From an optimization exercise on the open Yosys and OpenROAD flow, aimed at small area, a short achievable clock period and few clock cycles; shortcuts taken in it are not production practice. Function was checked by simulation only, so behaviour that the tests miss may differ from the original. Power figures rest on the tool's default switching activity, not on a simulated workload.

### flow/run.sh
#!/bin/bash
# Layout: the standard flow (standard.sh, unchanged synthesis and steps),
# except that the port buffers ORFS puts on every input and output are
# sky130_fd_sc_hd__buf_1 cells instead of the clkdlybuf4s50_1 delay cells
# buffer_ports picks on its own. The make output goes to flow_make.log here;
# each tool's own log is under orfs/logs/.
set -euo pipefail
export BUFFER_PORTS_ARGS="-buffer_cell sky130_fd_sc_hd__buf_1"
bash standard.sh > flow_make.log 2>&1
### standard.sh
#!/bin/bash
# synth_recipe.tcl (not shown) runs the flow's synth.tcl, then flattens the netlist and writes it again
# the make line also repeats each setting of config.mk as NAME=value (left out here)
make -C /OpenROAD-flow-scripts/flow DESIGN_CONFIG=/design/flow/config.mk WORK_HOME=/design/flow/orfs CLKGATE_MAP_FILE= SYNTH_SCRIPT=/design/flow/synth_recipe.tcl "${@:-finish}"
### config.mk
export PLATFORM = sky130hd
export DESIGN_NAME = exec_unit
export DESIGN_NICKNAME = exec_unit
export VERILOG_FILES = /design/flow/design.v
export SDC_FILE = /design/flow/constraint.sdc
export NUM_CORES = 4
export LEC_CHECK = 0
export CAP_MARGIN = 20
export CORE_MARGIN = 2
export CORE_UTILIZATION = 35
export CTS_BUF_LIST = sky130_fd_sc_hd__clkbuf_8
export PLACE_DENSITY = 0.75
export SETUP_SLACK_MARGIN = 2.5
export SLEW_MARGIN = 20
### constraint.sdc
create_clock -name core_clock -period 6.5 [get_ports {clk}]
set_input_delay 1.3000 -clock core_clock [delete_from_list [all_inputs] [get_ports {clk}]]
set_output_delay 1.3000 -clock core_clock [all_outputs]
set_load 0.01 [all_outputs]
### design.v
package exec_pkg;
	localparam int xlen = 32;
	localparam int op_count = 37;
	localparam int op_add = 0;
	localparam int op_sub = 1;
	localparam int op_xor = 2;
	localparam int op_or = 3;
	localparam int op_and = 4;
	localparam int op_sll = 5;
	localparam int op_srl = 6;
	localparam int op_sra = 7;
	localparam int op_slt = 8;
	localparam int op_sltu = 9;
	localparam int op_addi = 10;
	localparam int op_xori = 11;
	localparam int op_ori = 12;
	localparam int op_andi = 13;
	localparam int op_slli = 14;
	localparam int op_srli = 15;
	localparam int op_srai = 16;
	localparam int op_slti = 17;
	localparam int op_sltiu = 18;
	localparam int op_lb = 19;
	localparam int op_lh = 20;
	localparam int op_lw = 21;
	localparam int op_lbu = 22;
	localparam int op_lhu = 23;
	localparam int op_sb = 24;
	localparam int op_sh = 25;
	localparam int op_sw = 26;
	localparam int op_beq = 27;
	localparam int op_bne = 28;
	localparam int op_blt = 29;
	localparam int op_bge = 30;
	localparam int op_bltu = 31;
	localparam int op_bgeu = 32;
	localparam int op_jal = 33;
	localparam int op_jalr = 34;
	localparam int op_lui = 35;
	localparam int op_auipc = 36;
	typedef logic [op_count-1:0] op_word_t;
	typedef enum logic [3:0] {
		alu_add, alu_sub, alu_sll, alu_slt, alu_sltu,
		alu_xor, alu_srl, alu_sra, alu_or, alu_and
	} alu_op_e;
	typedef enum logic [2:0] {
		cls_alu, cls_load, cls_store, cls_branch,
		cls_jal, cls_jalr, cls_lui, cls_auipc
	} op_class_e;
	typedef enum logic [2:0] {
		mem_byte = 3'b000,
		mem_half = 3'b001,
		mem_word = 3'b010,
		mem_byte_u = 3'b100,
		mem_half_u = 3'b101,
		mem_word_u = 3'b110
	} mem_kind_e;
	typedef union packed {
		logic [xlen-1:0] value;  
		struct packed {
			logic [19:0] upper;
			logic [11:0] zero;
		} u_form;
	} imm_u;
	typedef struct packed {
		op_word_t op;
		logic [xlen-1:0] rs1;
		logic [xlen-1:0] rs2;
		imm_u imm;
		logic [xlen-1:0] pc;
	} issue_t;
	typedef struct packed {
		logic [xlen-1:0] rd_value;
		logic rd_we;
		logic jump;
		logic [xlen-1:0] jump_target;
	} result_t;
	typedef struct packed {
		logic [xlen-1:0] addr;
		logic [xlen-1:0] wdata;
		logic we;
	} mem_req_t;
endpackage
`timescale 1ns/1ps
module op_decode (
	input exec_pkg::op_word_t op,
	output logic sub_r,          
	output logic sub_i,          
	output logic logic_imm,      
	output logic shift_imm,      
	output logic op_add_r,       
	output logic op_add_i,       
	output logic op_xor,
	output logic op_or,
	output logic op_and,
	output logic op_sll,
	output logic op_shr,
	output logic op_sra,
	output logic op_slt_r,       
	output logic op_slt_i,       
	output logic uns_cmp,        
	output logic is_load,
	output logic is_store,
	output logic is_sw,
	output logic is_byte,
	output logic is_half,
	output logic is_uns,
	output logic is_branch,
	output logic is_link,        
	output logic is_jalr,
	output logic is_lui,
	output logic is_auipc
);
	assign sub_r = !op[exec_pkg::op_add];
	assign sub_i = op[exec_pkg::op_slti] | op[exec_pkg::op_sltiu];
	assign logic_imm = op[exec_pkg::op_xori] | op[exec_pkg::op_ori] | op[exec_pkg::op_andi];
	assign shift_imm = op[exec_pkg::op_slli] | op[exec_pkg::op_srli] | op[exec_pkg::op_srai];
	assign op_add_r = op[exec_pkg::op_add] | op[exec_pkg::op_sub];
	assign op_add_i = op[exec_pkg::op_addi];
	assign op_xor = op[exec_pkg::op_xor] | op[exec_pkg::op_xori];
	assign op_or = op[exec_pkg::op_or] | op[exec_pkg::op_ori];
	assign op_and = op[exec_pkg::op_and] | op[exec_pkg::op_andi];
	assign op_sll = op[exec_pkg::op_sll] | op[exec_pkg::op_slli];
	assign op_sra = op[exec_pkg::op_sra] | op[exec_pkg::op_srai];
	assign op_shr = op[exec_pkg::op_srl] | op[exec_pkg::op_srli] | op_sra;
	assign op_slt_r = op[exec_pkg::op_slt] | op[exec_pkg::op_sltu];
	assign op_slt_i = op[exec_pkg::op_slti] | op[exec_pkg::op_sltiu];
	assign uns_cmp = op[exec_pkg::op_sltu] | op[exec_pkg::op_sltiu];
	assign is_load = |op[exec_pkg::op_lhu:exec_pkg::op_lb];
	assign is_store = |op[exec_pkg::op_sw:exec_pkg::op_sb];
	assign is_sw = op[exec_pkg::op_sw];
	assign is_byte = op[exec_pkg::op_lb] | op[exec_pkg::op_lbu] | op[exec_pkg::op_sb];
	assign is_half = op[exec_pkg::op_lh] | op[exec_pkg::op_lhu] | op[exec_pkg::op_sh];
	assign is_uns = op[exec_pkg::op_lbu] | op[exec_pkg::op_lhu];
	assign is_branch = |op[exec_pkg::op_bgeu:exec_pkg::op_beq];
	assign is_link = op[exec_pkg::op_jal] | op[exec_pkg::op_jalr];
	assign is_jalr = op[exec_pkg::op_jalr];
	assign is_lui = op[exec_pkg::op_lui];
	assign is_auipc = op[exec_pkg::op_auipc];
endmodule
`timescale 1ns/1ps
module alu (
	input exec_pkg::op_word_t op,
	input logic [31:0] rs1,
	input logic [31:0] rs2,
	input logic [31:0] imm,
	input logic [31:0] pc,
	output logic is_mem,
	output logic is_load,
	output logic is_byte,
	output logic is_half,
	output logic is_uns,
	output logic is_store,
	output logic is_sw,
	output logic [31:0] addr,
	output logic [31:0] rd_value,
	output logic rd_we,
	output logic jump,
	output logic [31:0] jump_target,
	output logic is_shift        
);
	logic sub_r, sub_i, logic_imm, shift_imm, op_add_r, op_add_i;
	logic op_xor, op_or, op_and, op_sll, op_shr, op_sra, op_slt_r, op_slt_i, uns_cmp;
	logic is_branch, is_link, is_jalr, is_lui, is_auipc;
	op_decode u_dec (.op(op), .sub_r(sub_r), .sub_i(sub_i), .logic_imm(logic_imm),
		.shift_imm(shift_imm), .op_add_r(op_add_r), .op_add_i(op_add_i), .op_xor(op_xor),
		.op_or(op_or), .op_and(op_and), .op_sll(op_sll), .op_shr(op_shr), .op_sra(op_sra),
		.op_slt_r(op_slt_r), .op_slt_i(op_slt_i), .uns_cmp(uns_cmp), .is_load(is_load),
		.is_store(is_store), .is_sw(is_sw), .is_byte(is_byte), .is_half(is_half),
		.is_uns(is_uns), .is_branch(is_branch), .is_link(is_link), .is_jalr(is_jalr),
		.is_lui(is_lui), .is_auipc(is_auipc));
	assign is_mem = is_load | is_store;
	logic [31:0] sum_r;
	logic cout_r;
	logic lt_u_r, lt_s_r, eq;
	assign {cout_r, sum_r} = {1'b0, rs1} + {1'b0, rs2 ^ {32{sub_r}}} + {32'b0, sub_r};
	assign lt_u_r = !cout_r;
	assign lt_s_r = (rs1[31] == rs2[31]) ? lt_u_r : rs1[31];
	assign eq = rs1 == rs2;
	logic [31:0] sum_i;
	logic cout_i;
	logic lt_u_i, lt_s_i;
	assign {cout_i, sum_i} = {1'b0, rs1} + {1'b0, imm ^ {32{sub_i}}} + {32'b0, sub_i};
	assign lt_u_i = !cout_i;
	assign lt_s_i = (rs1[31] == imm[31]) ? lt_u_i : rs1[31];
	assign addr = sum_i;
	logic set_bit;
	assign set_bit = (op_slt_r & (uns_cmp ? lt_u_r : lt_s_r)) | (op_slt_i & (uns_cmp ? lt_u_i : lt_s_i));
	logic [31:0] upper;
	logic [31:0] tsum;
	logic [31:0] link;
	branch_unit u_br (.op(op), .eq(eq), .lt_s(lt_s_r), .lt_u(lt_u_r), .taken(jump));
	assign upper = {imm[31:12], 12'b0};
	assign tsum = pc + (is_auipc ? upper : imm);
	assign link = pc + 32'd4;
	assign jump_target = is_shift ? shift_info : (is_jalr ? {sum_i[31:1], 1'b0} : tsum);
	assign rd_we = !(is_store | is_branch);
	logic [31:0] bl;
	assign bl = logic_imm ? imm : rs2;
	logic [4:0] shamt;
	logic [1:0] rot_lo;
	logic [31:0] rot_in;
	logic [63:0] rot2;
	logic [31:0] rot_part;
	logic [31:0] shift_info;
	assign shamt = shift_imm ? imm[4:0] : rs2[4:0];
	assign rot_lo = shamt[1:0] ^ {2{op_sll}};
	assign rot_in = op_sll ? {rs1[0], rs1[31:1]} : rs1;
	assign rot2 = {rot_in, rot_in} >> rot_lo;
	assign rot_part = rot2[31:0];
	assign is_shift = op_sll | op_shr;
	assign shift_info = {25'b0, op_sra & rs1[31], op_sll, shamt};
	logic [31:0] other;
	always_comb begin
		other = {31'b0, set_bit};
		if (op_xor) other = other | (rs1 ^ bl);
		if (op_or) other = other | (rs1 | bl);
		if (op_and) other = other | (rs1 & bl);
		if (is_shift) other = other | rot_part;
		if (is_link) other = other | link;
		if (is_lui) other = other | upper;
		if (is_auipc) other = other | tsum;
	end
	assign rd_value = op_add_r ? sum_r : (op_add_i ? sum_i : other);
endmodule
module shift_tail (
	input logic [31:0] part,
	input logic [6:0] info,          
	output logic [31:0] y
);
	logic [4:0] shamt;
	logic left;
	logic fill;
	logic [2:0] rot_hi;
	logic [63:0] rot2;
	logic [31:0] rot, keep;
	assign shamt = info[4:0];
	assign left = info[5];
	assign fill = info[6];
	assign rot_hi = shamt[4:2] ^ {3{left}};
	assign rot2 = {part, part} >> {rot_hi, 2'b00};
	assign rot = rot2[31:0];
	always_comb begin
		for (int i = 0; i < 32; i++)
			keep[i] = left ? (5'(i) >= shamt) : (5'(31 - i) >= shamt);
	end
	assign y = (rot & keep) | (~keep & {32{fill}});
endmodule
`timescale 1ns/1ps
module branch_unit (
	input exec_pkg::op_word_t op,
	input logic eq,
	input logic lt_s,
	input logic lt_u,
	output logic taken
);
	assign taken = (op[exec_pkg::op_beq] & eq) | (op[exec_pkg::op_bne] & !eq) |
		(op[exec_pkg::op_blt] & lt_s) | (op[exec_pkg::op_bge] & !lt_s) |
		(op[exec_pkg::op_bltu] & lt_u) | (op[exec_pkg::op_bgeu] & !lt_u) |
		op[exec_pkg::op_jal] | op[exec_pkg::op_jalr];
endmodule
`timescale 1ns/1ps
module lsu (
	input logic [31:0] rdata,
	input logic [31:0] wdata,
	input logic [1:0] off,
	input logic is_byte,
	input logic is_half,
	input logic is_uns,
	output logic [31:0] load_value,
	output logic [31:0] merged
);
	logic [1:0] sel;
	logic [7:0] b0;
	logic [7:0] b1;
	logic sign;
	assign sel = {(is_byte | is_half) & off[1], is_byte & off[0]};
	always_comb begin
		case (sel)
			2'd0: b0 = rdata[7:0];
			2'd1: b0 = rdata[15:8];
			2'd2: b0 = rdata[23:16];
			default: b0 = rdata[31:24];
		endcase
	end
	assign b1 = (is_half & off[1]) ? rdata[31:24] : rdata[15:8];
	assign sign = !is_uns & (is_byte ? b0[7] : b1[7]);
	assign load_value[7:0] = b0;
	assign load_value[15:8] = is_byte ? {8{sign}} : b1;
	assign load_value[31:16] = (is_byte | is_half) ? {16{sign}} : rdata[31:16];
	logic [3:0] hit;
	assign hit[0] = (is_byte & off == 2'd0) | (is_half & !off[1]);
	assign hit[1] = (is_byte & off == 2'd1) | (is_half & !off[1]);
	assign hit[2] = (is_byte & off == 2'd2) | (is_half & off[1]);
	assign hit[3] = (is_byte & off == 2'd3) | (is_half & off[1]);
	assign merged[7:0] = hit[0] ? wdata[7:0] : rdata[7:0];
	assign merged[15:8] = hit[1] ? (is_byte ? wdata[7:0] : wdata[15:8]) : rdata[15:8];
	assign merged[23:16] = hit[2] ? wdata[7:0] : rdata[23:16];
	assign merged[31:24] = hit[3] ? (is_byte ? wdata[7:0] : wdata[15:8]) : rdata[31:24];
endmodule
`timescale 1ns/1ps
module exec_unit (
	input logic clk,
	input logic rst_n,
	input logic in_valid,
	output logic in_ready,
	input exec_pkg::issue_t in,
	output logic out_valid,
	input logic out_ready,
	output exec_pkg::result_t out,
	output logic mem_req_valid,
	output exec_pkg::mem_req_t mem_req,
	input logic mem_req_ready,
	input logic mem_rsp_valid,
	input logic [exec_pkg::xlen-1:0] mem_rdata
);
	logic r_res;             
	logic r_mreq;            
	logic [31:0] r_q;        
	logic [31:0] r_p;        
	logic r_we;              
	logic r_jump;
	logic r_shift;           
	logic r_st;              
	logic r_byte;            
	logic r_half;            
	logic r_uns;             
	logic [1:0] r_off;       
	logic s_res;             
	logic s_lw;              
	logic s_rmw;             
	logic s_wr;              
	logic [31:0] s_q;        
	logic [31:0] s_p;        
	logic s_we;
	logic s_jump;
	logic s_byte;
	logic s_half;
	logic s_uns;
	logic [1:0] s_off;
	logic [31:0] o_rd;
	logic [31:0] o_tgt;
	logic o_we;
	logic o_jump;
	logic is_mem;
	logic is_load;
	logic [31:0] res_rd;
	logic [31:0] res_tgt;
	logic res_we;
	logic res_jump;
	logic res_shift;
	logic [31:0] addr;
	logic a_byte, a_half, a_uns, a_st, a_sw;
	alu u_alu (.op(in.op), .rs1(in.rs1), .rs2(in.rs2), .imm(in.imm.value), .pc(in.pc),
		.is_mem(is_mem), .is_load(is_load), .is_byte(a_byte), .is_half(a_half),
		.is_uns(a_uns), .is_store(a_st), .is_sw(a_sw), .addr(addr),
		.rd_value(res_rd), .rd_we(res_we), .jump(res_jump), .jump_target(res_tgt),
		.is_shift(res_shift));
	logic [31:0] r_shifted;
	shift_tail u_sh (.part(r_q), .info(r_p[6:0]), .y(r_shifted));
	logic [31:0] load_value;
	logic [31:0] merged;
	lsu u_lsu (.rdata(mem_rdata), .wdata(s_q), .off(s_off), .is_byte(s_byte), .is_half(s_half),
		.is_uns(s_uns), .load_value(load_value), .merged(merged));
	logic o_free;            
	logic s_wreq;            
	logic s_wdone;           
	logic s_to_o;            
	logic s_keep;            
	logic s_free;            
	logic r_issue;           
	logic r_done;            
	logic r_move;            
	logic accept;
	assign o_free = !out_valid || out_ready;
	assign s_wreq = s_wr || (s_rmw && mem_rsp_valid);
	assign s_wdone = s_wreq && mem_req_ready;
	assign s_to_o = o_free && (s_res || (s_lw && mem_rsp_valid) || s_wdone);
	assign s_keep = !o_free && ((s_lw && mem_rsp_valid) || s_wdone);
	assign s_free = !(s_res || s_lw || s_rmw || s_wr) || s_to_o;
	assign r_issue = r_mreq && (!(s_res || s_lw || s_rmw || s_wr) ||
		(o_free && (s_res || (s_lw && mem_rsp_valid))));
	assign r_done = r_issue && mem_req_ready;
	assign r_move = r_res && s_free;
	assign in_ready = !(r_res || r_mreq) || r_move || r_done;
	assign accept = in_valid && in_ready;
	assign mem_req_valid = s_wreq || r_issue;
	always_comb begin
		if (s_rmw || s_wr) begin
			mem_req.addr = s_p;
			mem_req.wdata = s_wr ? s_q : merged;
			mem_req.we = 1'b1;
		end else begin
			mem_req.addr = r_p;
			mem_req.wdata = r_q;
			mem_req.we = r_we;
		end
	end
	assign out.rd_value = o_rd;
	assign out.rd_we = o_we;
	assign out.jump = o_jump;
	assign out.jump_target = o_jump ? o_tgt : '0;
	always_ff @(posedge clk) begin
		if (!rst_n) begin
			r_res <= 1'b0;
			r_mreq <= 1'b0;
			s_res <= 1'b0;
			s_lw <= 1'b0;
			s_rmw <= 1'b0;
			s_wr <= 1'b0;
			out_valid <= 1'b0;
		end else begin
			if (r_move || r_done) begin
				r_res <= 1'b0;
				r_mreq <= 1'b0;
			end
			if (accept) begin
				r_res <= !is_mem;
				r_mreq <= is_mem;
			end
			if (s_to_o) begin
				s_res <= 1'b0;
				s_lw <= 1'b0;
				s_rmw <= 1'b0;
				s_wr <= 1'b0;
			end else if (s_keep) begin
				s_res <= 1'b1;
				s_lw <= 1'b0;
				s_rmw <= 1'b0;
				s_wr <= 1'b0;
			end else if (s_rmw && mem_rsp_valid) begin
				s_rmw <= 1'b0;
				s_wr <= 1'b1;
			end
			if (r_move || r_done) begin
				s_res <= r_move || r_we;           
				s_lw <= r_done && !r_st;
				s_rmw <= r_done && r_st && !r_we;
				s_wr <= 1'b0;
			end
			if (out_valid && out_ready)
				out_valid <= 1'b0;
			if (s_to_o)
				out_valid <= 1'b1;
		end
	end
	always_ff @(posedge clk) begin
		if (accept) begin
			r_q <= is_mem ? in.rs2 : res_rd;
			r_p <= is_mem ? {addr[31:2], 2'b00} : res_tgt;
			r_we <= is_mem ? a_sw : res_we;
			r_jump <= res_jump;
			r_shift <= res_shift;
			r_st <= a_st;
			r_byte <= a_byte;
			r_half <= a_half;
			r_uns <= a_uns;
			r_off <= addr[1:0];
		end
	end
	always_ff @(posedge clk) begin
		if (r_move || r_done) begin
			s_q <= r_we && r_done ? '0 : (r_move && r_shift ? r_shifted : r_q);
			s_p <= r_p;
			s_we <= r_done ? 1'b0 : r_we;
			s_jump <= r_done ? 1'b0 : r_jump;
			s_byte <= r_byte;
			s_half <= r_half;
			s_uns <= r_uns;
			s_off <= r_off;
		end else if (s_keep) begin
			s_q <= s_lw ? load_value : '0;
			s_we <= s_lw;
			s_jump <= 1'b0;
		end else if (s_rmw && mem_rsp_valid) begin
			s_q <= merged;
		end
	end
	always_ff @(posedge clk) begin
		if (s_to_o) begin
			if (s_res) begin
				o_rd <= s_q;
				o_tgt <= s_p;
				o_we <= s_we;
				o_jump <= s_jump;
			end else begin
				o_rd <= s_lw ? load_value : '0;
				o_we <= s_lw;
				o_jump <= 1'b0;
			end
		end
	end
endmodule
==> results of run 1 <==
per-stage QoR:
stage	worst slack, ps	power (mW)	hold slack, ps	std cells
3_3_place_gp	1370	4.13	407	4038
3_5_place_dp	1200	4.16	414	4038
5_1_grt	2450	6.01	428	4151
2_1_floorplan	1920	3.40	400	2977
6_report	2500	5.75	422	4156
4_1_cts	2410	5.59	426	4126
registers in the layout (all words and copies together), names as in the netlist, 2 cells and up:
register and count:
r_q 32, r_p 32, r_off 2, o_rd 32, s_off 2, o_tgt 32, s_p 32, s_q 32
metal layers:
metal,track usage [%],vias up
met5,2.08,-
met4,14.5,14
met3,7.92,431
met2,42.9,1833
met1,35.6,12000
li1,-,11500
power groups by stage:
stage               clock network, mW  registers (mW)  logic (mW)
CTS                              1.42            1.79        2.38
global route                     1.46            1.80        2.75
detailed placement                  0            1.82        2.34
floorplan                           0            1.76        1.64
global placement                    0            1.81        2.32
finish                           1.40            1.79        2.56
worst max-delay path, delay by kind of cell:
| family | cells | cell delay [ps] |
|---|---|---|
| and+or+nand+nor | 2 | 410 |
| xor gates and xnor gates | 1 | 310 |
| muxes | 1 | 500 |
| buffers and inverters | 2 | 520 |
| AOI/OAI and AO/OA | 4 | 1310 |
layout make-up:
class / instances / share of cell area, %
antenna: 8 / 0.0724
clock inverter: 27 / 0.724
multi-input combinational: 2463 / 60.9
clock buffer: 44 / 2.19
tap: 873 / 3.95
inverter: 101 / 1.40
sequential: 217 / 23.3
timing repair buffer: 423 / 7.45
final timing paths:
kind / end / slack, ps / cells past startpoint
worst max-delay path: r_q[29]$_DFFE_PP_ / 2500 / 10
worst min-delay path: s_off[0]$_DFFE_PN_ / 420 / 0
worst max register to register: o_rd[31]$_DFFE_PP_ / 2760 / 9
worst min register to register: s_off[0]$_DFFE_PN_ / 420 / 0
cells in the mapped netlist, types with 7 or more instances:
| master | instances | share of area, % |
|---|---|---|
| o211ai_1 | 46 | 1.5 |
| nand2_1 | 470 | 7.5 |
| mux2i_1 | 157 | 6.6 |
| xnor2_1 | 127 | 4.7 |
| nand3b_1 | 9 | 0.29 |
| nor3_1 | 27 | 0.57 |
| and2_1 | 43 | 1.1 |
| and3_1 | 28 | 0.74 |
| a221o_1 | 17 | 0.72 |
| or3_1 | 9 | 0.24 |
| o21ai_0 | 257 | 5.4 |
| a31oi_1 | 20 | 0.53 |
| nor2b_1 | 25 | 0.66 |
| nor2_1 | 212 | 3.4 |
| a211oi_1 | 44 | 1.4 |
| o21ai_1 | 22 | 0.47 |
| ha_1 | 158 | 8.4 |
| buf_1 | 20 | 0.32 |
| o21a_1 | 22 | 0.70 |
| o31ai_1 | 19 | 0.60 |
| nand3_1 | 71 | 1.5 |
| a221oi_1 | 45 | 1.7 |
| dfxtp_1 | 7 | 0.59 |
| a311oi_1 | 11 | 0.41 |
| nand4_1 | 23 | 0.61 |
| or2_2 | 15 | 0.40 |
| nor4_1 | 11 | 0.29 |
| inv_1 | 98 | 1.6 |
| edfxtp_1 | 210 | 27 |
| o2111ai_1 | 14 | 0.52 |
| o221ai_1 | 26 | 0.96 |
| o21bai_1 | 9 | 0.29 |
| xor2_1 | 82 | 3.0 |
| mux2_2 | 24 | 1.1 |
| a22oi_1 | 29 | 0.92 |
| buf_2 | 16 | 0.34 |
| clkbuf_1 | 160 | 2.5 |
| o22ai_1 | 24 | 0.63 |
| nand2b_1 | 17 | 0.45 |
| a21oi_1 | 207 | 4.4 |
| a21o_1 | 58 | 1.8 |
logic make-up after synthesis:
group / after synthesis / synth area share, %
AO/OA/AOI/OAI: 937 / 25.6
XOR/XNOR: 210 / 7.80
adder cells (fa/ha/maj): 162 / 8.65
buffers and inverters: 300 / 4.91
flip-flops: 217 / 27.2
multiplexers: 181 / 7.78
AND/OR/NAND/NOR: 970 / 18.0
timing repair:
item / in CTS / in global routing
hold buffers: 0 / 0
gates resized for setup: 42 / 106
setup buffers: 15 / 19
setup endpoints to repair: 83 / 60
cloned: 2 / 1
pin swaps: 9 / 36
==> results.json, run 1 <==
{
  "crit_arrival_ps": 4350,
  "netSwitchingPower_mw": 2.40,
  "finalClockSkew_ps": 43.8,
  "die_area_um2": 69700,
  "drv_cap": 0,
  "slew_viol_final": 0,
  "power_density_nw_per_um2": 208,
  "netlist_area_um2": 23700,
  "grt_pass1_vias": 23600,
  "fmax_mhz": 250,
  "cp-start-kind": "input pin",
  "drt_wl_total_um": 103000,
  "drive_gt1_share_pct": 10.6,
  "wl_met2_um": 44100,
  "ios": 337,
  "path_cells": "buf_1 -> nor3_4 -> mux2i_2 -> xnor2_4 -> buf_4 -> nor2_1 -> o311ai_0 -> o2111ai_1 -> o21ba_1 -> o32ai_2",
  "cts_tree": "built",
  "async_flop_share_pct": 0,
  "power_frac_comb_pct": 44.5,
  "slowest_delay_ps": 680,
  "track_usage_pct": 28.0,
  "crit_type": "input pin to flip-flop",
  "die_h_um": 264,
  "min_path_type": "flip-flop to flip-flop",
  "setup-violations-final": 0,
  "grt_start_max_net_pins": 74,
  "fillCellCount": 6721,
  "yosys_warnings": 4,
  "place_congestion": 1.05,
  "nets": 3610,
  "fin_util_pct": 41.3,
  "globalRouteOverflowTotal": 0,
  "portBuffers": 336,
  "firstDrtPassIters": 6,
  "cts.sinks": 217,
  "worstPathMaxFanout": 15,
  "final.min_clock_period_ps": 4000,
  "clkTransAtPathRegs_ps": 70,
  "synthesis.nets": 3341,
  "p_int_mw": 3.35,
  "setup.worst_path.end_class": "flip-flop",
  "rsz0062_at_grt": "true",
  "chipWidth_um": 264,
  "crit_start": "in[142]",
  "critPathSlowestCell": "o311ai_0",
  "mostFrequentLayoutCell": "nand2_1",
  "fin_crit_sh_pct": 61.6,
  "synth-seq-area-share_pct": 27.2,
  "switching_share_pct": 41.7,
  "areaGrowthSynthToFinish_pct": 16.8,
  "grt_pass1_wl_um": 148000,
  "rr_startpoint": "s_off[0]$_DFFE_PN_",
  "avgRoutedWirePerCell_um": 24.8,
  "syn_area_per_cell_um2": 7.95,
  "drt.antenna.violating_nets": 0,
  "multiInputGateArea_um2": 16800,
  "synth_ff_type": "edfxtp_1",
  "numCtsBuffers": 40,
  "finalSetupTns_ps": 0,
  "core_area_um2": 67000,
  "status": "finished clean",
  "synth.distinct_cells": 82,
  "seqCellArea_um2": 6450,
  "htreeDepth": 2,
  "drtIter0Drc": 3722,
  "required_ps": 6850,
  "start_util_pct": 35.3,
  "antenna_found_initial": 12,
  "clock_latency_ps": 630,
  "power_frac_clock_pct": 24.4,
  "min_from": "r_off[0]$_DFFE_PP_",
  "postSynthCellCount": 2977,
  "drc": 0,
  "placed_area_um2": 25900,
  "final_cell_mix": "nand2_1, buf_1, o21ai_0",
  "share_seq_of_total_power_pct": 31.2,
  "p_leak_nw": 10.6,
  "root_buffer": "clkbuf_8",
  "row_count": 95,
  "wl_met3_um": 13100,
  "vias_per_cell": 6.19,
  "num_vias": 25700,
  "worst_pin_slew_ps": 1050,
  "hold_violations": 0,
  "synth_seq_cells": 217,
  "clock_path_buffers": 3,
  "vdd_drop_max_v": 0.000104,
  "top_layer_used": "met5",
  "slew_headroom_pct": 28.7,
  "wirelength_met1_um": 39400,
  "final_area_um2": 27700,
  "hpwl_um": 77600,
  "synth_edf_count": 210
}
Testbench counts, summed over its fixed seeds: cycles 3,300.
==> run 2: changes to the inputs <==
--- a/config.mk
+++ b/config.mk
@@ -9,6 +9,6 @@
 export CORE_MARGIN = 2
 export CORE_UTILIZATION = 35
 export CTS_BUF_LIST = sky130_fd_sc_hd__clkbuf_8
-export PLACE_DENSITY = 0.75
+export PLACE_DENSITY = 0.85
 export SETUP_SLACK_MARGIN = 2.5
 export SLEW_MARGIN = 20
==> run 2 against run 1 <==
Against the previous run:
- critical path type unchanged
- power decreased by 0.18%
- sequential cell count unchanged
- setup slack got worse by 100 ps
- combinational power increased by 2%
- maximum frequency decreased by 2.5%
==> results.json, run 2 <==
{
  "required_ps": 6800,
  "core_area_um2": 67000,
  "worst_pin_slew_ps": 1150,
  "hold_violations": 0,
  "finalSetupTns_ps": 0,
  "final.min_clock_period_ps": 4110,
  "fin_crit_sh_pct": 63.2,
  "die_area_um2": 69700,
  "drtIter0Drc": 3673,
  "place_congestion": 1.04,
  "grt_pass1_wl_um": 151000,
  "synthTopCellsByArea": "edfxtp_1, ha_1, nand2_1",
  "final_cell_mix": "nand2_1, buf_1, o21ai_0",
  "avgRoutedWirePerCell_um": 25.2,
  "crit_arrival_ps": 4410,
  "power_density_nw_per_um2": 207,
  "htreeDepth": 2,
  "crit_type": "input pin to flip-flop",
  "fmax_mhz": 244,
  "rrSetupSlack_ps": 2720,
  "synth-seq-area-share_pct": 27.2,
  "drt.antenna.violating_nets": 0,
  "grt_pass1_vias": 23700,
  "rsz0062_at_grt": "true",
  "root_buffer": "clkbuf_8",
  "chipWidth_um": 264,
  "synth_area_leader_cell": "edfxtp_1",
  "netlist_area_um2": 23700,
  "p_total_mw": 5.74,
  "syn_area_per_cell_um2": 7.95,
  "vias_per_cell": 6.26,
  "min_path_cells": 0,
  "antenna_found_initial": 13,
  "areaGrowthSynthToFinish_pct": 17.1,
  "clock_path_buffers": 3,
  "clkTransAtPathRegs_ps": 70,
  "cts_tree": "built",
  "yosysTopAreaCellShare_pct": 26.6,
  "drive_gt1_share_pct": 10.9,
  "cp-start-kind": "input pin",
  "synth_ff_type": "edfxtp_1",
  "synth_common_cells": "nand2_1, o21ai_0, nor2_1, edfxtp_1, a21oi_1",
  "synth.distinct_cells": 82,
  "dp_worst_setup_slack_ps": 1180,
  "post-synth-top-count-cell": "nand2_1",
  "r2r-end": "o_rd[31]$_DFFE_PP_",
  "min_from": "r_off[0]$_DFFE_PP_",
  "rr_worst_depth": 10,
  "synth_seq_cells": 217,
  "rr_startpoint": "s_byte$_DFFE_PN_",
  "ios": 337,
  "hpwl_um": 78600,
  "crit_start": "in[140]",
  "setup.worst_path.end_class": "flip-flop",
  "slew_headroom_pct": 23.0,
  "grt_start_max_net_pins": 71,
  "numCtsBuffers": 39,
  "mostFrequentLayoutCell": "nand2_1",
  "yosys_warnings": 4,
  "die_h_um": 264,
  "setup-violations-final": 0,
  "portBuffers": 336,
  "vdd_drop_max_v": 0.000118,
  "postSynthCellCount": 2977,
  "clock_latency_ps": 610,
  "firstDrtPassIters": 9,
  "synth_edf_count": 210,
  "start_util_pct": 35.3,
  "row_count": 95,
  "p_leak_nw": 10.7,
  "status": "finished clean",
  "globalRouteOverflowTotal": 0,
  "track_usage_pct": 28.3,
  "worstPathMaxFanout": 31,
  "drt_wl_total_um": 105000,
  "num_vias": 26000,
  "nets": 3609,
  "cts.sinks": 217,
  "drv_cap": 0,
  "slew_viol_final": 0,
  "fin_ws_ps": 2390,
  "async_flop_share_pct": 0,
  "drc": 0,
  "synthesis.nets": 3341,
  "min_to": "s_off[0]$_DFFE_PN_",
  "min_path_type": "flip-flop to flip-flop",
  "finalClockSkew_ps": 43.8
}
[run 2: cell counts after synthesis]
Identical to the previous run, type by type.
[run 2: worst max path at each step]
stage               slack (ps)                end
CTS                       2470  r_q[29]$_DFFE_PP_
global placement          1180  r_q[24]$_DFFE_PP_
finish                    2390   r_q[7]$_DFFE_PP_
floorplan                 1920  r_q[29]$_DFFE_PP_
detailed placement        1180  r_q[30]$_DFFE_PP_
global route              2370  r_q[11]$_DFFE_PP_
[run 2: critical path, stage by stage]
cell and delay (ps):
buf_1 250, nor3_2 340, buf_6 410, mux2i_1 360
ha_1 290, a22oi_1 180, o2111ai_1 160, a221oi_1 470
a211oi_1 210, a31oi_1 250, o21ai_0 110
[run 2: layer usage]
layer	track usage, %	share of wire, %	routed length (um)	up-vias
met4	15.3	6.2	6530	14
met1	37.3	38	40200	12100
met3	6.38	12	12900	424
met2	43.1	43	44800	1956
met5	0	0.083	87	-
li1	-	-	-	11500
[run 2: cell type report]
cell class / count / area (um^2)
fillers: 6773 / 39300
multi-input cells: 2461 / 16900
flip-flops and latches: 217 / 6450
repair buffers: 425 / 2100
well taps: 873 / 1090
clock buffers: 42 / 578
inverters: 101 / 387
clock inverters: 29 / 206
diodes: 5 / 12.5
[run 2: logic make-up (layout without fill, tap and decap cells)]
logic type,after synthesis,in the layout,share of synthesized area [%]
multiplexers,181,182,7.78
AND/OR/NAND/NOR,970,970,18.0
buffers and inverters,300,597,4.91
AO/OA/AOI/OAI,937,937,25.6
other,0,5,0
XOR/XNOR,210,210,7.80
flip-flops,217,217,27.2
adder cells (fa/ha/maj),162,162,8.65
[run 2: through the flow]
stage / cell area (um^2) / hold slack, ps / std cells / util [%]
finish: 27700 / 415 / 4153 / 41.3
global route: 27700 / 433 / 4150 / 41.3
CTS: 27100 / 422 / 4131 / 40.4
detailed placement: 25900 / 405 / 4035 / 38.7
global placement: 25900 / 405 / 4035 / 38.7
floorplan: 24000 / 400 / 2977 / -
[run 2: power breakdown]
part	leakage [nW]	internal [mW]	switching [mW]
logic	8.23	0.936	1.66
clock network	0.432	0.719	0.637
registers	1.99	1.68	0.102
total	10.7	3.34	2.40
[run 2: repair_timing]
| item | CTS | global route |
|---|---|---|
| setup endpoints to repair | 108 | 71 |
| pin swaps | 16 | 43 |
| buffers inserted | 24 | 15 |
| hold buffers | 0 | 0 |
| gates resized for setup | 53 | 111 |
| gates cloned | 1 | 1 |
==> run 3: changes to the inputs <==
--- a/config.mk
+++ b/config.mk
@@ -8,7 +8,6 @@
 export CAP_MARGIN = 20
 export CORE_MARGIN = 2
 export CORE_UTILIZATION = 35
-export CTS_BUF_LIST = sky130_fd_sc_hd__clkbuf_8
-export PLACE_DENSITY = 0.85
+export CTS_BUF_LIST = sky130_fd_sc_hd__clkbuf_4
 export SETUP_SLACK_MARGIN = 2.5
 export SLEW_MARGIN = 20
==> run 3 against run 2 <==
Against the previous run:
- synthesized cell count unchanged
- register-to-register slack got worse by 20 ps
- combinational power down 2%
- sequential share of layout area is 0.29 points higher
- worst hold slack gained 5.8 ps
- global-route usage increased by 0.77 points
==> results.json, run 3 <==
{
  "final_area_um2": 27400,
  "rr_worst_depth": 10,
  "drc": 0,
  "vias_per_cell": 6.06,
  "syn_area_per_cell_um2": 7.95,
  "rr_startpoint": "s_byte$_DFFE_PN_",
  "fin_crit_sh_pct": 62.1,
  "grt_pass1_vias": 23500,
  "min_path_type": "flip-flop to flip-flop",
  "setup-violations-final": 0,
  "p_leak_nw": 10.5,
  "cts_tree": "built",
  "final_cell_mix": "nand2_1, buf_1, o21ai_0",
  "synth_edf_count": 210,
  "core_area_um2": 67000,
  "numCtsBuffers": 61,
  "areaGrowthSynthToFinish_pct": 15.6,
  "num_vias": 25300,
  "cp-start-kind": "input pin",
  "clock_path_buffers": 3,
  "postSynthCellCount": 2977,
  "holdBufCountCts": 0,
  "top_layer_used": "met5",
  "crit_arrival_ps": 4560,
  "chipWidth_um": 264,
  "yosys_warnings": 4,
  "track_usage_pct": 29.1,
  "fmax_mhz": 248,
  "post-synth-top-count-cell": "nand2_1",
  "p_total_mw": 5.69,
  "ios": 337,
  "slew_viol_final": 0,
  "synthTopCellsByArea": "edfxtp_1, ha_1, nand2_1",
  "synth_seq_cells": 217,
  "grt_start_max_net_pins": 55,
  "row_count": 95,
  "synth.distinct_cells": 82,
  "min_path_cells": 0,
  "firstDrtPassIters": 6,
  "hold_violations": 0,
  "cts.sinks": 217,
  "wirelength_met1_um": 43700,
  "slew_headroom_pct": 29.4,
  "crit_start": "in[145]",
  "vdd_drop_max_v": 0.000149,
  "wl_met2_um": 47500,
  "crit_type": "input pin to flip-flop",
  "synth_area_leader_cell": "edfxtp_1",
  "avgRoutedWirePerCell_um": 25.5,
  "grt_pass1_wl_um": 153000,
  "synth_ff_type": "edfxtp_1",
  "start_util_pct": 35.3,
  "clkTransAtPathRegs_ps": 70,
  "drt.antenna.violating_nets": 0,
  "synth-seq-area-share_pct": 27.2,
  "rrSetupSlack_ps": 2700,
  "rsz0062_at_grt": "true",
  "drive_gt1_share_pct": 10.1,
  "yosysTopAreaCellShare_pct": 26.6,
  "portBuffers": 336,
  "die_area_um2": 69700,
  "globalRouteOverflowTotal": 0,
  "setup.worst_path.end_class": "flip-flop",
  "place_congestion": 1.03,
  "htreeDepth": 2,
  "root_buffer": "clkbuf_4",
  "wl_met3_um": 10500,
  "placed_area_um2": 25900,
  "drv_cap": 0,
  "die_h_um": 264,
  "drtIter0Drc": 3326,
  "finalClockSkew_ps": 57.0,
  "clock_latency_ps": 820,
  "worst_pin_slew_ps": 1050,
  "drt_wl_total_um": 106000,
  "status": "finished clean",
  "r2r-end": "o_rd[31]$_DFFE_PP_",
  "worstPathMaxFanout": 6,
  "mostFrequentLayoutCell": "nand2_1",
  "required_ps": 7020,
  "power_density_nw_per_um2": 208,
  "synthesis.nets": 3341,
  "nets": 3619,
  "antenna_found_initial": 5,
  "hpwl_um": 81200,
  "finalSetupTns_ps": 0,
  "synth_common_cells": "nand2_1, o21ai_0, nor2_1, edfxtp_1, a21oi_1",
  "async_flop_share_pct": 0,
  "min_to": "s_half$_DFFE_PN_",
  "min_from": "r_half$_DFFE_PP_",
  "final.min_clock_period_ps": 4040,
  "netlist_area_um2": 23700
}
==> run 3: cell counts after synthesis <==
Identical to the previous run, type by type.
==> run 3: critical path, stage by stage <==
cell and delay (ps):
clkbuf_2 140, nor2_4 160, buf_4 180, buf_12 130
xnor2_1 120, ha_1 320, a21o_1 210, a21o_1 180
a21oi_1 180, a31oi_1 140, o21ai_1 260, a31oi_2 210
a41oi_1 290, xor2_1 310, a221oi_2 120, a221o_1 300
==> run 3: power breakdown <==
group	internal, mW	switching [mW]	total [mW]
combinational	0.896	1.65	2.54
clock	0.719	0.650	1.37
sequential	1.68	0.0908	1.77
total	3.30	2.39	5.69
==> run 3: cell families after synthesis <==
group / count (synthesis) / synth area share, %
buffers and inverters: 300 / 4.91
flip-flops: 217 / 27.2
multiplexers: 181 / 7.78
AO/OA/AOI/OAI: 937 / 25.6
adder cells (fa/ha/maj): 162 / 8.65
XOR/XNOR: 210 / 7.80
AND/OR/NAND/NOR: 970 / 18.0
==> run 3: worst max-delay path by stage <==
stage / slack [ps] / cells past startpoint / to
after floorplan: 1920 / 17 / r_q[29]$_DFFE_PP_
after global placement: 1220 / 13 / r_q[31]$_DFFE_PP_
after detailed placement: 1220 / 13 / r_q[31]$_DFFE_PP_
after CTS: 2410 / 7 / mem_req[3]
after global routing: 2390 / 16 / r_q[30]$_DFFE_PP_
final: 2460 / 16 / r_q[30]$_DFFE_PP_
==> run 3: stage by stage <==
step	util, %	cells	setup WS (ps)	hold WS, ps
3_5_place_dp	38.7	4038	1220	406
4_1_cts	40.3	4162	2410	422
2_1_floorplan	-	2977	1920	400
3_3_place_gp	38.7	4038	1220	406
5_1_grt	40.8	4176	2390	432
6_report	40.8	4177	2460	421
==> run 3: cell type report <==
type                            instances  area, um^2
Timing Repair Buffer                  411        1970
Clock buffer                           77         578
Tap cell                              873        1090
Inverter                              101         383
Sequential cell                       217        6450
Antenna cell                            2        5.00
Clock inverter                         33         241
Fill cell                            6978       39700
Multi-Input combinational cell       2463       16700
==> run 3: routing by layer <==
| layer | up-vias | global-route usage, % |
|---|---|---|
| met4 | 6 | 11.5 |
| met1 | 12000 | 39.1 |
| li1 | 11500 | - |
| met2 | 1521 | 46.0 |
| met3 | 265 | 5.54 |
| met5 | - | 0 |
==> run 3: what timing repair did <==
item                       in CTS  in global routing
setup buffers                  11                 11
pin swaps                       5                  8
setup endpoints to repair     107                 61
cloned                          3                  1
hold endpoints to repair        0                  0
resized for setup              43                 56
==> run 4: changes to the inputs <==
--- a/config.mk
+++ b/config.mk
@@ -8,6 +8,7 @@
 export CAP_MARGIN = 20
 export CORE_MARGIN = 2
 export CORE_UTILIZATION = 35
-export CTS_BUF_LIST = sky130_fd_sc_hd__clkbuf_4
-export SETUP_SLACK_MARGIN = 2.5
+export CTS_BUF_LIST = sky130_fd_sc_hd__clkbuf_8
+export PLACE_DENSITY = 0.75
+export SETUP_SLACK_MARGIN = 2.6
 export SLEW_MARGIN = 20
==> run 4 against run 3 <==
Against the previous run:
- die area stayed put
- largest power group unchanged
- cell area is 3.6% higher
- critical path depth down 1
- still clean
- area after synthesis stayed put
==> results.json, run 4 <==
{
  "drv_cap": 0,
  "finalClockSkew_ps": 55.3,
  "worst_pin_slew_ps": 1150,
  "postSynthCellCount": 2977,
  "track_usage_pct": 28.6,
  "min_path_type": "flip-flop to flip-flop",
  "async_flop_share_pct": 0,
  "areaGrowthSynthToFinish_pct": 19.8,
  "vias_per_cell": 6.14,
  "hold_violations": 0,
  "crit_arrival_ps": 4430,
  "synth.distinct_cells": 82,
  "drtIter0Drc": 3326,
  "chipWidth_um": 264,
  "core_area_um2": 67000,
  "firstDrtPassIters": 6,
  "final.min_clock_period_ps": 4010,
  "clock_latency_ps": 640,
  "placed_area_um2": 26000,
  "fin_util_pct": 42.3,
  "worstPathMaxFanout": 7,
  "wirelength_met1_um": 40600,
  "final_cell_mix": "nand2_1, buf_1, o21ai_0",
  "grt_start_max_net_pins": 71,
  "globalRouteOverflowTotal": 0,
  "status": "finished clean",
  "synth_ff_type": "edfxtp_1",
  "synth_area_leader_cell": "edfxtp_1",
  "row_count": 95,
  "avgRoutedWirePerCell_um": 25.1,
  "wl_met3_um": 12500,
  "final_area_um2": 28400,
  "drc": 0,
  "numCtsBuffers": 40,
  "synthTopCellsByArea": "edfxtp_1, ha_1, nand2_1",
  "slew_viol_final": 0,
  "drt.antenna.violating_nets": 0,
  "yosys_warnings": 4,
  "nets": 3636,
  "p_leak_nw": 10.9,
  "synth_seq_cells": 217,
  "holdBufCountCts": 0,
  "die_h_um": 264,
  "cp-start-kind": "input pin",
  "synth_edf_count": 210,
  "antenna_found_initial": 8,
  "setup-violations-final": 0,
  "ios": 337,
  "cts.sinks": 217,
  "hold_slack_ps": 416,
  "num_vias": 25600,
  "wl_met2_um": 44600,
  "slew_headroom_pct": 23.3,
  "synthesis.nets": 3341,
  "root_buffer": "clkbuf_8",
  "clkTransAtPathRegs_ps": 70,
  "setup.worst_path.end_class": "flip-flop",
  "yosysTopAreaCellShare_pct": 26.6,
  "syn_area_per_cell_um2": 7.95,
  "fin_crit_sh_pct": 61.7,
  "drt_wl_total_um": 105000,
  "hpwl_um": 78100,
  "rsz0062_at_grt": "true",
  "required_ps": 6910,
  "start_util_pct": 35.3,
  "mostFrequentLayoutCell": "nand2_1",
  "post-synth-top-count-cell": "nand2_1",
  "synth_common_cells": "nand2_1, o21ai_0, nor2_1, edfxtp_1, a21oi_1",
  "htreeDepth": 2,
  "fillCellCount": 6786,
  "drive_gt1_share_pct": 13.1,
  "grt_pass1_vias": 23800,
  "place_congestion": 1.01,
  "top_layer_used": "met5",
  "power_density_nw_per_um2": 208,
  "grt_pass1_wl_um": 152000,
  "fmax_mhz": 249,
  "finalSetupTns_ps": 0,
  "clock_path_buffers": 3,
  "cts_tree": "built",
  "crit_type": "input pin to flip-flop",
  "synth-seq-area-share_pct": 27.2,
  "seqCellArea_um2": 6450,
  "netlist_area_um2": 23700,
  "multiInputGateArea_um2": 17300,
  "portBuffers": 336,
  "die_area_um2": 69700,
  "vdd_drop_max_v": 0.0000981
}
## run 4: cell counts after synthesis
No cell type changed its count.
## run 4: what timing repair did
action	CTS	global route
pin swaps	24	58
endpoints found under the hold margin	0	0
resized for setup	81	163
gates cloned	2	3
setup buffers	29	32
endpoints found under the setup margin	251	79
## run 4: cells by family after synthesis
| logic type | Yosys count | synth area share [%] |
|---|---|---|
| muxes | 181 | 7.78 |
| and+or+nand+nor | 970 | 18.0 |
| buffers and inverters | 300 | 4.91 |
| adders and majority gates | 162 | 8.65 |
| xor gates and xnor gates | 210 | 7.80 |
| AOI/OAI and AO/OA | 937 | 25.6 |
| DFF | 217 | 27.2 |
## run 4: routing by layer
layer  track usage [%]  up-vias
met2              43.6     1772
li1                  -    11500
met1              37.2    12000
met5                 0        -
met4              15.6        8
met3              6.98      387
## run 4: final timing paths
check                                   startpoint                  to  slack, ps  cells after the start
worst max-delay path                        in[38]   r_q[29]$_DFFE_PP_       2490                     15
worst min-delay path            r_off[0]$_DFFE_PP_  s_off[0]$_DFFE_PN_        420                      0
worst max register to register    s_byte$_DFFE_PN_   s_q[16]$_DFFE_PP_       2940                     10
worst min register to register  r_off[0]$_DFFE_PP_  s_off[0]$_DFFE_PN_        420                      0
## run 4: area by class of cell
type	instances	share of cell area (%)
inverter	101	1.37
clock inverter	27	0.812
tap	873	3.85
timing repair buffer	448	8.25
multi-input combinational	2464	60.8
antenna	3	0.0265
sequential	217	22.7
clock buffer	44	2.13
## run 4: where the power goes
group	total, mW	internal (mW)	switching [mW]
Sequential	1.79	1.68	0.104
Combinational	2.67	0.986	1.68
Clock	1.45	0.786	0.663
## run 4: critical path, cell delays in order
cell and delay [ps]:
buf_2 130, nor2b_1 130, ha_1 380, a21o_1 240, a221o_1 340, a22oi_2 240, o31ai_4 110, buf_12 150
a2111oi_4 330, buf_4 180, o31ai_4 60, a21oi_2 200, xnor2_2 120, o21ba_1 210, o32ai_2 270
## run 4: metrics by stage
step	instances	worst slack (ps)	power (mW)
6_report	4177	2490	5.91
5_1_grt	4177	2440	6.18
4_1_cts	4138	2600	5.72
3_5_place_dp	4036	1170	4.18
3_3_place_gp	4036	1210	4.17
2_1_floorplan	2977	1920	3.40
==> run 5: changes to the inputs <==
--- a/config.mk
+++ b/config.mk
@@ -10,5 +10,5 @@
 export CORE_UTILIZATION = 35
 export CTS_BUF_LIST = sky130_fd_sc_hd__clkbuf_8
 export PLACE_DENSITY = 0.75
-export SETUP_SLACK_MARGIN = 2.6
+export SETUP_SLACK_MARGIN = 2.4
 export SLEW_MARGIN = 20
==> run 5 against run 4 <==
Against the previous run:
- critical path depth fell by 2
- via count shrank 0.35%
- cell area decreased by 3.2%
- combinational power decreased by 5%
- routed wire length shrank 1.6%
- sequential cell count stayed put
- core utilization decreased by 1.4 points
- worst hold slack gained 8.7 ps
- synthesized cell count is the same
- global-route usage shrank 0.54 points
- non-clock buffer count fell by 36
- setup slack worse by 82 ps
- still clean on timing, DRC and antenna
==> results.json, run 5 <==
{
  "status": "finished clean",
  "yosysTopAreaCellShare_pct": 26.6,
  "clock_path_buffers": 3,
  "setup-violations-final": 0,
  "nets": 3594,
  "grt_pass1_vias": 23600,
  "root_buffer": "clkbuf_8",
  "die_area_um2": 69700,
  "syn_area_per_cell_um2": 7.95,
  "die_h_um": 264,
  "chipWidth_um": 264,
  "synthesis.nets": 3341,
  "rrSetupSlack_ps": 2810,
  "vdd_drop_max_v": 0.000135,
  "drt_wl_total_um": 103000,
  "synth_ff_type": "edfxtp_1",
  "power_density_nw_per_um2": 209,
  "row_count": 95,
  "crit_start": "in[66]",
  "drt.antenna.violating_nets": 0,
  "min_from": "r_off[1]$_DFFE_PP_",
  "synth_edf_count": 210,
  "post-synth-top-count-cell": "nand2_1",
  "crit_type": "input pin to flip-flop",
  "required_ps": 6800,
  "p_leak_nw": 10.5,
  "worst_pin_slew_ps": 1050,
  "synth.distinct_cells": 82,
  "synth_seq_cells": 217,
  "finalClockSkew_ps": 56.5,
  "drc": 0,
  "track_usage_pct": 28.1,
  "synth_compound_area_share_pct": 25.6,
  "areaGrowthSynthToFinish_pct": 16.0,
  "synth_simple_gate_area_share_pct": 18.0,
  "drive_gt1_share_pct": 9.55,
  "cp-start-kind": "input pin",
  "fmax_mhz": 244,
  "fin_cells": 4138,
  "place_congestion": 1.04,
  "synth_area_leader_cell": "edfxtp_1",
  "synth-seq-area-share_pct": 27.2,
  "slew_headroom_pct": 29.9,
  "drtIter0Drc": 3473,
  "globalRouteOverflowTotal": 0,
  "dp_cells": 4041,
  "min_path_type": "flip-flop to flip-flop",
  "r2r-end": "o_rd[23]$_DFFE_PP_",
  "cts_tree": "built",
  "hpwl_um": 77900,
  "async_flop_share_pct": 0,
  "synth_fa_ha_area_share_pct": 8.65,
  "clock_latency_ps": 600,
  "final_cell_mix": "nand2_1, buf_1, o21ai_0",
  "finalSetupTns_ps": 0,
  "slew_viol_final": 0,
  "ios": 337,
  "muxShareOfSynthArea_pct": 7.78,
  "avgRoutedWirePerCell_um": 24.9,
  "setup.worst_path.end_class": "flip-flop",
  "synthTopCellsByArea": "edfxtp_1, ha_1, nand2_1",
  "yosys_warnings": 4,
  "rr_startpoint": "s_byte$_DFFE_PN_",
  "mostFrequentLayoutCell": "nand2_1",
  "numCtsBuffers": 37,
  "rsz0062_at_grt": "true",
  "netlist_area_um2": 23700,
  "synth_top_family_by_area": "compound AO/OA/AOI/OAI gates",
  "start_util_pct": 35.3,
  "grt_pass1_wl_um": 150000,
  "final.min_clock_period_ps": 4090,
  "firstDrtPassIters": 6,
  "crit_arrival_ps": 4390,
  "postSynthCellCount": 2977,
  "core_area_um2": 67000,
  "vias_per_cell": 6.17,
  "drv_cap": 0,
  "rr_worst_depth": 10,
  "num_vias": 25500,
  "hold_violations": 0,
  "cts.sinks": 217,
  "htreeDepth": 2,
  "synth_xor_area_share_pct": 7.80,
  "holdBufCountCts": 0,
  "grt_start_max_net_pins": 71,
  "endpoint": "r_q[31]$_DFFE_PP_",
  "synth_common_cells": "nand2_1, o21ai_0, nor2_1, edfxtp_1, a21oi_1",
  "worstPathMaxFanout": 5,
  "antenna_found_initial": 13,
  "fin_crit_sh_pct": 63.0,
  "portBuffers": 336,
  "clkTransAtPathRegs_ps": 60
}
-- run 5: layer usage --
metal | vias up | routed length [um] | track usage [%] | part of all wire [%]
met5 | - | 151 | 0.970 | 0.15
met4 | 10 | 6560 | 15.4 | 6.4
met3 | 395 | 12400 | 7.03 | 12
met2 | 1722 | 43600 | 42.0 | 42
met1 | 12000 | 40200 | 36.9 | 39
li1 | 11400 | - | - | -
-- run 5: kinds of logic (layout without fill, tap and decap cells) --
logic type	count (synthesis)	count (layout)
AO/OA/AOI/OAI	937	937
AND/OR/NAND/NOR	970	970
other	0	9
flip-flops	217	217
buffers and inverters	300	578
multiplexers	181	181
adder cells (fa/ha/maj)	162	162
XOR/XNOR	210	211
-- run 5: worst max-delay path: stages --
cell and delay, ps:
buf_1 370, xnor2_1 140, ha_1 330, a21o_1 170
a41o_1 240, a32oi_2 390, o41ai_2 140, a31oi_1 300
a211oi_2 190, a311oi_1 420, a21oi_1 140, xnor2_1 170
o22ai_1 100
-- run 5: final cells by class --
| type | instances | area, um^2 |
|---|---|---|
| Clock buffer | 41 | 564 |
| Fill cell | 6878 | 39600 |
| Multi-Input combinational cell | 2461 | 16700 |
| Antenna cell | 9 | 22.5 |
| Sequential cell | 217 | 6450 |
| Inverter | 101 | 387 |
| Tap cell | 873 | 1090 |
| Timing Repair Buffer | 412 | 1960 |
| Clock inverter | 24 | 241 |
-- run 5: power breakdown --
group / internal, mW / leakage, nW / total, mW / switching (mW)
Sequential: 1.68 / 1.99 / 1.79 / 0.110
Clock: 0.782 / 0.425 / 1.41 / 0.631
Combinational: 0.914 / 8.09 / 2.53 / 1.62
-- run 5: how the worst min path moves through the flow --
stage / end / slack (ps) / cells past startpoint
final: s_off[1]$_DFFE_PN_ / 420 / 0
after CTS: s_byte$_DFFE_PN_ / 430 / 0
after global routing: s_byte$_DFFE_PN_ / 440 / 0
after floorplan: s_byte$_DFFE_PN_ / 400 / 0
after detailed placement: s_off[1]$_DFFE_PN_ / 420 / 0
after global placement: s_uns$_DFFE_PN_ / 400 / 0
-- run 5: what timing repair did --
item                                    4_1_cts  5_1_grt
gates cloned                                  0        1
resized for setup                            23      102
buffers inserted                              6       15
pin swaps                                     4       29
endpoints found under the setup margin      198       55
-- run 5: stage by stage --
stage	worst slack (ps)	utilization [%]	hold slack, ps	power, mW	instance area [um^2]
CTS	2340	40.1	428	5.59	26900
finish	2410	41.0	424	5.74	27500
detailed placement	1300	38.6	418	4.16	25900
global placement	1370	38.6	404	4.14	25900
global route	2300	40.9	439	6.00	27500
floorplan	1920	-	400	3.39	23900
==> run 6: changes to the inputs <==
--- a/config.mk
+++ b/config.mk
@@ -7,8 +7,8 @@
 export LEC_CHECK = 0
 export CAP_MARGIN = 20
 export CORE_MARGIN = 2
-export CORE_UTILIZATION = 35
+export CORE_UTILIZATION = 40
 export CTS_BUF_LIST = sky130_fd_sc_hd__clkbuf_8
 export PLACE_DENSITY = 0.75
-export SETUP_SLACK_MARGIN = 2.4
+export SETUP_SLACK_MARGIN = 2.5
 export SLEW_MARGIN = 20
==> run 6 against run 5 <==
Against the previous run:
- area after synthesis unchanged
- final cell count decreased by 2.1%
- setup slack improved by 36 ps
- count of clock-buffer cells in the layout increased by 1
- largest cell class unchanged
- largest power group unchanged
- highest routed layer unchanged
==> results.json, run 6 <==
{
  "endpoint": "r_q[30]$_DFFE_PP_",
  "rsz0062_at_grt": "true",
  "rr_startpoint": "s_byte$_DFFE_PN_",
  "postSynthCellCount": 2977,
  "power_density_nw_per_um2": 207,
  "worstPathMaxFanout": 7,
  "slew_viol_final": 0,
  "status": "finished clean",
  "min_from": "r_off[0]$_DFFE_PP_",
  "place_congestion": 1.06,
  "drtIter0Drc": 3061,
  "die_h_um": 247,
  "crit_start": "in[146]",
  "track_usage_pct": 31.6,
  "hold_slack_ps": 418,
  "fmax_mhz": 246,
  "yosysTopAreaCellShare_pct": 26.6,
  "root_buffer": "clkbuf_8",
  "finalClockSkew_ps": 27.8,
  "netlist_area_um2": 23700,
  "row_count": 89,
  "clock_path_buffers": 3,
  "areaGrowthSynthToFinish_pct": 16.5,
  "setup.worst_path.end_class": "flip-flop",
  "yosys_warnings": 4,
  "drive_gt1_share_pct": 10.6,
  "final.min_clock_period_ps": 4060,
  "slew_headroom_pct": 25.4,
  "async_flop_share_pct": 0,
  "drc": 0,
  "fin_cells": 4052,
  "post-synth-top-count-cell": "nand2_1",
  "final_cell_mix": "nand2_1, buf_1, o21ai_0",
  "syn_area_per_cell_um2": 7.95,
  "die_area_um2": 61100,
  "chipWidth_um": 247,
  "antenna_found_initial": 7,
  "holdBufCountCts": 0,
  "synth_common_cells": "nand2_1, o21ai_0, nor2_1, edfxtp_1, a21oi_1",
  "drt.antenna.violating_nets": 0,
  "min_path_type": "flip-flop to flip-flop",
  "wl_met3_um": 12000,
  "clock_latency_ps": 570,
  "grt_pass1_wl_um": 146000,
  "synth-seq-area-share_pct": 27.2,
  "synthTopCellsByArea": "edfxtp_1, ha_1, nand2_1",
  "cts_tree": "built",
  "numCtsBuffers": 38,
  "top_layer_used": "met5",
  "hpwl_um": 76000,
  "ios": 337,
  "synth_edf_count": 210,
  "drt_wl_total_um": 101000,
  "placed_area_um2": 25900,
  "clkTransAtPathRegs_ps": 60,
  "p_leak_nw": 10.6,
  "start_util_pct": 40.3,
  "nets": 3613,
  "r2r-end": "o_rd[23]$_DFFE_PP_",
  "setup-violations-final": 0,
  "synthesis.nets": 3341,
  "synth_ff_type": "edfxtp_1",
  "cp-start-kind": "input pin",
  "htreeDepth": 2,
  "worst_pin_slew_ps": 1120,
  "core_area_um2": 58800,
  "num_vias": 25600,
  "grt_start_max_net_pins": 71,
  "crit_type": "input pin to flip-flop",
  "mostFrequentLayoutCell": "nand2_1",
  "firstDrtPassIters": 8,
  "hold_violations": 0,
  "synth_seq_cells": 217,
  "crit_arrival_ps": 4350,
  "grt_pass1_vias": 23500,
  "finalSetupTns_ps": 0,
  "required_ps": 6790,
  "fin_crit_sh_pct": 62.4,
  "drv_cap": 0,
  "globalRouteOverflowTotal": 0,
  "vias_per_cell": 6.32,
  "wirelength_met1_um": 38900,
  "synth_area_leader_cell": "edfxtp_1",
  "avgRoutedWirePerCell_um": 24.9,
  "dp_cells": 3946,
  "final_area_um2": 27600,
  "cts.sinks": 217,
  "portBuffers": 336,
  "synth.distinct_cells": 82,
  "rrSetupSlack_ps": 2660,
  "wl_met2_um": 42400,
  "rr_worst_depth": 10,
  "vdd_drop_max_v": 0.000147
}
==> run 6: per-layer routing <==
metal,vias up,GRT usage (%)
li1,11500,-
met1,11800,41.4
met4,6,19.7
met2,1879,46.9
met5,-,0
met3,449,7.15
==> run 6: layout make-up <==
type	count	area [um^2]
fillers	5753	31200
multi-input cells	2463	16900
flip-flops and latches	217	6450
repair buffers	428	2110
well taps	773	967
clock buffers	42	578
inverters	101	387
clock inverters	23	203
diodes	5	12.5
==> run 6: logic make-up after synthesis <==
family | share of synthesized area [%]
compound gates | 25.6
xor+xnor | 7.80
fa+ha+maj | 8.65
buf+inv | 4.91
flops | 27.2
mux | 7.78
simple gates | 18.0
==> run 6: worst max-delay path: stages <==
cell and delay (ps):
buf_6 130, nor2_4 190, buf_12 150, buf_12 110, xnor2_1 60, ha_1 370, a21o_1 210, a21o_1 200
a21oi_2 210, a31oi_1 140, o21ai_2 210, a31oi_4 150, a41oi_2 250, xor2_1 270, a221oi_2 110, a221o_1 290
==> run 6: power breakdown <==
| part | internal (mW) | switching (mW) | total [mW] | leakage, nW |
|---|---|---|---|---|
| Combinational | 0.930 | 1.65 | 2.58 | 8.22 |
| Sequential | 1.68 | 0.0911 | 1.78 | 1.99 |
| Clock | 0.752 | 0.602 | 1.35 | 0.431 |
| Total | 3.37 | 2.35 | 5.71 | 10.6 |
==> run 6: stage by stage <==
| stage | setup slack [ps] | power (mW) | utilization, % |
|---|---|---|---|
| 3_5_place_dp | 1230 | 4.17 | 44.0 |
| 5_1_grt | 2370 | 5.96 | 46.9 |
| 2_1_floorplan | 1920 | 3.40 | - |
| 3_3_place_gp | 1300 | 4.15 | 44.0 |
| 4_1_cts | 2390 | 5.56 | 45.9 |
| 6_report | 2440 | 5.71 | 46.9 |
==> run 6: repair_timing <==
| action | 4_1_cts | 5_1_grt |
|---|---|---|
| gates resized for setup | 41 | 103 |
| pin swaps | 8 | 32 |
| cloned | 3 | 0 |
| setup buffers | 15 | 18 |
| setup endpoints to repair | 86 | 60 |
==> run 6: worst min-delay path by stage <==
stage | end | slack, ps | cells after the start
floorplan | s_byte$_DFFE_PN_ | 400 | 0
CTS | s_byte$_DFFE_PN_ | 420 | 0
finish | s_off[0]$_DFFE_PN_ | 420 | 0
global placement | s_off[1]$_DFFE_PN_ | 400 | 0
global route | s_uns$_DFFE_PN_ | 420 | 0
detailed placement | s_byte$_DFFE_PN_ | 410 | 0

-- separate check: timing with driven ports --
How much do the figures lean on ideal ports? The routed layouts below were timed once more, with nothing changed but the port constraints.
Step 1, drivers: a clkbuf_16 drives clk and a buf_2 each remaining input, both assumed.
Step 2 adds t to the input delays and takes it off the output delays; t is the mean of the earliest and latest rising clock arrival at the registers after step 1. Input paths then give back, and output paths get back, about the clock's delay inside the block.
Slacks: ideal / step 1 / step 2; pairs: ideal / step 1.
run	t (ns)	setup slack, ns	hold WS [ns]	clock arrival spread, ns
run 1	0.673	2.497 / 2.475 / 1.802	0.422 / 0.422 / 0.422	0.044 / 0.044
run 2	0.644	2.394 / 2.433 / 1.789	0.415 / 0.415 / 0.415	0.048 / 0.048
run 3	0.855	2.460 / 2.358 / 1.503	0.421 / 0.421 / 0.421	0.069 / 0.070
run 4	0.665	2.488 / 2.353 / 1.688	0.416 / 0.416 / 0.416	0.063 / 0.064
run 5	0.635	2.406 / 2.430 / 1.806	0.424 / 0.424 / 0.424	0.056 / 0.057
run 6	0.615	2.442 / 2.394 / 1.779	0.418 / 0.418 / 0.418	0.029 / 0.030
After both steps setup and hold are still met in every run listed. For run 3, which loses most, drivers alone change the setup slack by -0.102 ns; drivers and shift together by -0.957 ns.
